From an optimization exercise on the open Yosys and OpenROAD flow, aimed at small area, a short achievable clock period and few clock cycles per item; shortcuts taken in it are not production practice. In this exercise RTL edits were held to simulation tests only and were not proved equivalent to the original. Power and IR drop assume default switching activity.

== onyx ==
// axf_top
module axf_top (
        input  logic        clk,
        input  logic        rst_n,
        input  logic [5:0]  address_i,
        input  logic [31:0] data_in_i,
        input  logic [1:0]  data_write_n_i,
        output logic [31:0] data_out_o
);
For scale: about 250 flip-flops, ~74 I/O pins, about 0.016 sq mm of cells after synthesis.
Settings: LEC_CHECK=0, CAP_MARGIN=20, CORE_MARGIN=2, CORE_UTILIZATION=45, CTS_BUF_LIST=sky130_fd_sc_hd__clkbuf_16, CTS_CLUSTER_DIAMETER=80, CTS_CLUSTER_SIZE=24, SETUP_SLACK_MARGIN=4.5, SLEW_MARGIN=20; clock period 10.0 ns.
run.sh (not shown) runs the stock make flow with config.mk's settings and CLKGATE_MAP_FILE= SYNTH_SCRIPT=/design/flow/synth_recipe.tcl, a recipe that flattens the netlist after the stock synthesis.
Testbench counts of onyx, summed over its fixed seeds: cycles 9,504, transforms 1,152.
Inputs modified between onyx and willow:
Settings: CORE_UTILIZATION changed from 45 to 30.
[summary]
Looking at willow and onyx, the multi-input logic cell count is a wash.
Compared with onyx, willow shows layout-stage area growth over the synthesis result higher by 1.4 points.
Worst setup path startpoint = address_i[2]: onyx; worst setup path startpoint = address_i[0]: willow
Higher initial antenna violation count was reported by onyx, not willow.
Input changes introduced in lagoon (baseline for comparison: willow):
Settings: changing CTS_BUF_LIST from sky130_fd_sc_hd__clkbuf_16 to sky130_fd_sc_hd__clkbuf_8; changing CTS_CLUSTER_SIZE from 24 to 16; changing CTS_CLUSTER_DIAMETER from 80 to 50.
Results
Cmp lagoon and willow / time the worst path needs with I/O delays and setup / higher: lagoon. Ratio of routed vias to standard cells: willow vs lagoon — no meaningful difference. lagoon closes out successfully: all stages finished, all timing, DRC and antenna checks passed. Sort lagoon and willow by area growth from synthesis to layout, descending, and lagoon comes first. lagoon and willow ended up with nearly the same met1 usage. Comparing willow with lagoon, the maximum frequency came out essentially unchanged. Comparing willow with lagoon, the internal power summed over all cells came out essentially unchanged. Compared with willow, lagoon shows a part of the total power dissipated in combinational logic that is 0.7 points lower. Relative to willow, the worst hold margin of lagoon is lower by 0.0035 ns. Any difference in total power between willow and lagoon is small enough to ignore.
--- input diff lagoon..quartz ---
Settings: CTS_CLUSTER_DIAMETER no longer set, was 50; CTS_BUF_LIST no longer set, was sky130_fd_sc_hd__clkbuf_8; SETUP_SLACK_MARGIN now 4.8, was 4.5; CTS_CLUSTER_SIZE no longer set, was 16.
Findings:
The run showing the greater time the final worst path needs with I/O delays and setup is lagoon.
lagoon → quartz: sequential cell count level; weighted congestion reported at the end of routability-driven placement moved up.
[compare] base=lagoon new=quartz: routed wire length increased by about 5% relative to the old numbers; post-synthesis to final-layout area growth rose 7.0 points; global-route usage over all layers now sits higher; fraction of standard cell area in multi-input logic moved down.
Summary of quartz over lagoon: first-pass GRT wire length now larger, final period utilization has decreased, setup slack of the critical path after layout now sits higher.
Summary — number of vias per cell after detailed routing, quartz relative to lagoon: higher, by about 1.2%.
--- input diff quartz..tundra ---
Settings: SETUP_SLACK_MARGIN: 4.8 -> 4.5; CTS_CLUSTER_SIZE: unset -> 24; CTS_CLUSTER_DIAMETER: unset -> 80; CORE_UTILIZATION: 30 -> 20; CTS_BUF_LIST: unset -> sky130_fd_sc_hd__clkbuf_16.
--- outcome ---
- As far as mux cell area share after synthesis goes, quartz and tundra are indistinguishable; the numbers are identical.
- tundra against quartz: post-route met1 wirelength has decreased, global routing usage on met1 went down by 7.1 points.
- Summary — part of the cycle the worst path needs, tundra relative to quartz: higher, by 0.51 points.
- Relative to quartz, the non-clock buffer count measured on tundra has decreased by more than 10%.
- Of quartz and tundra, the run reporting the lower slew of the pin with the lowest slew margin was tundra.
> inputs changed (tundra -> juniper)
Settings: changing CORE_UTILIZATION from 20 to 30; changing CAP_MARGIN from 20 to 5; changing SLEW_MARGIN from 20 to 5.
--- outcome ---
- juniper has completed all stages; timing, DRC and antenna checks passed.
- On total length of routed met2 wires, the higher figure sits with tundra, not juniper.
- Startpoint of the worst setup timing path = address_i[1]: tundra; startpoint of the worst setup timing path = address_i[2]: juniper
- Register cell area after layout: juniper vs tundra — no meaningful difference
- Diff tundra -> juniper | final design utilization | increase of 11 points
- Between juniper and tundra, the placeable core region is higher for tundra.
- Delta (juniper minus tundra): met3 wire length up about 3.2%; first-iteration DRC count up about 8%; met1 demand-to-capacity share in global routing up 7.3 points.
- juniper vs tundra — cell area after placement dropped by a few percent
- [compare] base=tundra new=juniper: final cell count moved down, initial core utilization grew by 10 points.

---

axf_top again, from the RTL that the note above started with.
export LEC_CHECK = 0
export CAP_MARGIN = 20
export CORE_MARGIN = 2
export CORE_UTILIZATION = 30
export CTS_BUF_LIST = sky130_fd_sc_hd__clkbuf_16
export CTS_CLUSTER_DIAMETER = 80
export CTS_CLUSTER_SIZE = 24
export SETUP_SLACK_MARGIN = 4.65
export SLEW_MARGIN = 20
create_clock -name core_clock -period 10.0 [get_ports {clk}]
The first run ran to the end with no violations.
Testbench counts at the start, summed over its fixed seeds: cycles 9,504, transforms 1,152.
Change:
--- a/flow/config.mk
+++ b/flow/config.mk
@@ -13,3 +13,3 @@
 export CTS_CLUSTER_SIZE = 24
-export SETUP_SLACK_MARGIN = 4.65
+export SETUP_SLACK_MARGIN = 4.2
 export SLEW_MARGIN = 20
Effect: Design area shrinks by 3.9%. Synthesized area stays the same. Final cell count shrinks by 2.5%. Combinational power shrinks by 13%. Setup slack degrades by 0.29 ns. First-iteration DRC count grows by 12%. Via count shrinks by 2.7%.
Change:
--- a/flow/config.mk
+++ b/flow/config.mk
@@ -10,6 +10,3 @@
 export CORE_UTILIZATION = 30
-export CTS_BUF_LIST = sky130_fd_sc_hd__clkbuf_16
-export CTS_CLUSTER_DIAMETER = 80
-export CTS_CLUSTER_SIZE = 24
-export SETUP_SLACK_MARGIN = 4.2
+export SETUP_SLACK_MARGIN = 4.5
 export SLEW_MARGIN = 20
Sequential share of layout area decreases by 1.8 points.
Area after synthesis does not change.
Power is higher by 10%.
Cell count went up by 2.7%.
First-iteration DRC count went up by 2.1%.
Worst setup slack improved by 0.23 ns.
Final area grows by 5.2%.
Register-to-register slack gets better by 0.27 ns.
Combinational power rises by 7.0%.
Change:
--- a/flow/config.mk
+++ b/flow/config.mk
@@ -10,2 +10,3 @@
 export CORE_UTILIZATION = 30
+export CTS_BUF_LIST = sky130_fd_sc_hd__clkbuf_4 sky130_fd_sc_hd__clkbuf_8
 export SETUP_SLACK_MARGIN = 4.5
Outcome:
- clock skew goes up by 0.0071 ns
- die area stays the same
- final cell count goes up by 1.4%
- global-route usage goes up by 0.25 points
- setup slack degrades by 0.022 ns
- clock power goes down by about 13%
Change:
--- a/flow/config.mk
+++ b/flow/config.mk
@@ -10,3 +10,5 @@
 export CORE_UTILIZATION = 30
-export CTS_BUF_LIST = sky130_fd_sc_hd__clkbuf_4 sky130_fd_sc_hd__clkbuf_8
+export CTS_BUF_LIST = sky130_fd_sc_hd__clkbuf_16
+export CTS_CLUSTER_DIAMETER = 100
+export CTS_CLUSTER_SIZE = 32
 export SETUP_SLACK_MARGIN = 4.5
Flip-flop and latch count stays the same.
Fmax is about the same.
Total power is lower by 8.5%.
Cell count is lower by 3.1%.
Clock skew is higher by 0.012 ns.
Count of clock-buffer cells in the layout is lower by 49.
Clock power is lower by 35%.
Setup slack got worse by 0.0055 ns.

---

xenon:
axf_top, a different RTL version from the one above (not shown whole).
For scale: ~1300 cells after synthesis, ~250 flip-flops, roughly 16000 um^2 of cells after synthesis.
make LEC_CHECK=0 CAP_MARGIN=20 CORE_MARGIN=2 CORE_UTILIZATION=50 SETUP_SLACK_MARGIN=4.5 SLEW_MARGIN=20 finish   # period 10.0 ns
Testbench counts of xenon, summed over its fixed seeds: cycles 9,504, transforms 1,152.
Input changes introduced in nickel (baseline for comparison: xenon):
Settings: CORE_UTILIZATION changed from 50 to 30.
## What came out
Going from xenon to nickel, net switching power of the design shrank by a few percent. Taking xenon as the reference, in nickel final clock skew shows an increase of 0.0083 ns, via count -147. address_i[0] as the beginning of the critical path was reported by nickel, and address_i[1] by xenon.
Relative to nickel, the following input files were edited for garnet:
Settings: swapping 4.5 for 5.0 in SETUP_SLACK_MARGIN.
[summary]
- garnet finished all stages; the layout is clean.
- Between garnet and nickel, it is garnet whose clock share of power is lower, by 1.5 points.
- Between nickel and garnet, the proportion of register bits with asynchronous set or reset after synthesis figures differ only marginally.
- garnet vs nickel: count of instances resized after the clock tree is built up by more than 100%
- Relative to nickel, the placement-stage worst setup slack of garnet is higher by 0.73 ns.
- Relative to nickel, first-iteration DRC count has decreased by 6.1% in garnet.
- Changes observed in garnet relative to nickel: wire length rose about 8%, maximum resistive drop on vdd increased by 14% relative to the old numbers.
- NOTE multi-input gate area in the final layout nickel->garnet increased by a few percent
- Summary of garnet over nickel: signed area change from the synthesized netlist to the final layout rose 7.3 points, part of the cycle the worst path needs shrank by 1.5 points.

## separate check: timing with driven ports
The flow's constraints put no driver on any port. The routed layouts listed below were extracted and timed again, unchanged, in two steps. Step 1: set_driving_cell puts a clkbuf_16 on clk and a buf_2 on each other input, an assumption about the parent block. Step 2 also shifts input and output timing later by t, the mid clock arrival at the registers, as if the neighbouring blocks saw the same clock. Slacks: ideal / step 1 / step 2; pairs: ideal / step 1.
run | shift t [ns] | setup slack, ns | worst setup path after step 2 | worst data-port slew with drivers (ns)
onyx | 0.524 | 4.478 / 4.455 / 4.357 | input to register | 0.04
willow | 0.536 | 4.544 / 4.523 / 4.332 | input to register | 0.05
lagoon | 0.593 | 4.537 / 4.517 / 4.345 | input to register | 0.05
quartz | 0.573 | 4.599 / 4.572 / 4.572 | input to output | 0.07
tundra | 0.546 | 4.548 / 4.517 / 4.517 | input to output | 0.07
juniper | 0.539 | 4.508 / 4.479 / 4.231 | input to register | 0.05
the first run of note 2 | 0.534 | 4.606 / 4.553 / 4.553 | input to output | 0.07
the second run of note 2 | 0.530 | 4.316 / 4.292 / 4.292 | input to output | 0.05
the third run of note 2 | 0.579 | 4.545 / 4.526 / 4.277 | input to register | 0.04
the fourth run of note 2 | 0.582 | 4.523 / 4.504 / 4.308 | input to register | 0.05
the fifth run of note 2 | 0.539 | 4.517 / 4.497 / 4.336 | input to register | 0.05
xenon | 0.553 | 4.483 / 4.461 / 4.415 | input to register | 0.04
nickel | 0.576 | 4.516 / 4.484 / 4.461 | input to register | 0.04
garnet | 0.575 | 4.666 / 4.628 / 4.628 | input to output | 0.05
After both steps every run listed still meets setup and hold. The setup slack of juniper, which loses most, moves by -0.029 ns with the drivers and by -0.277 ns with both steps.
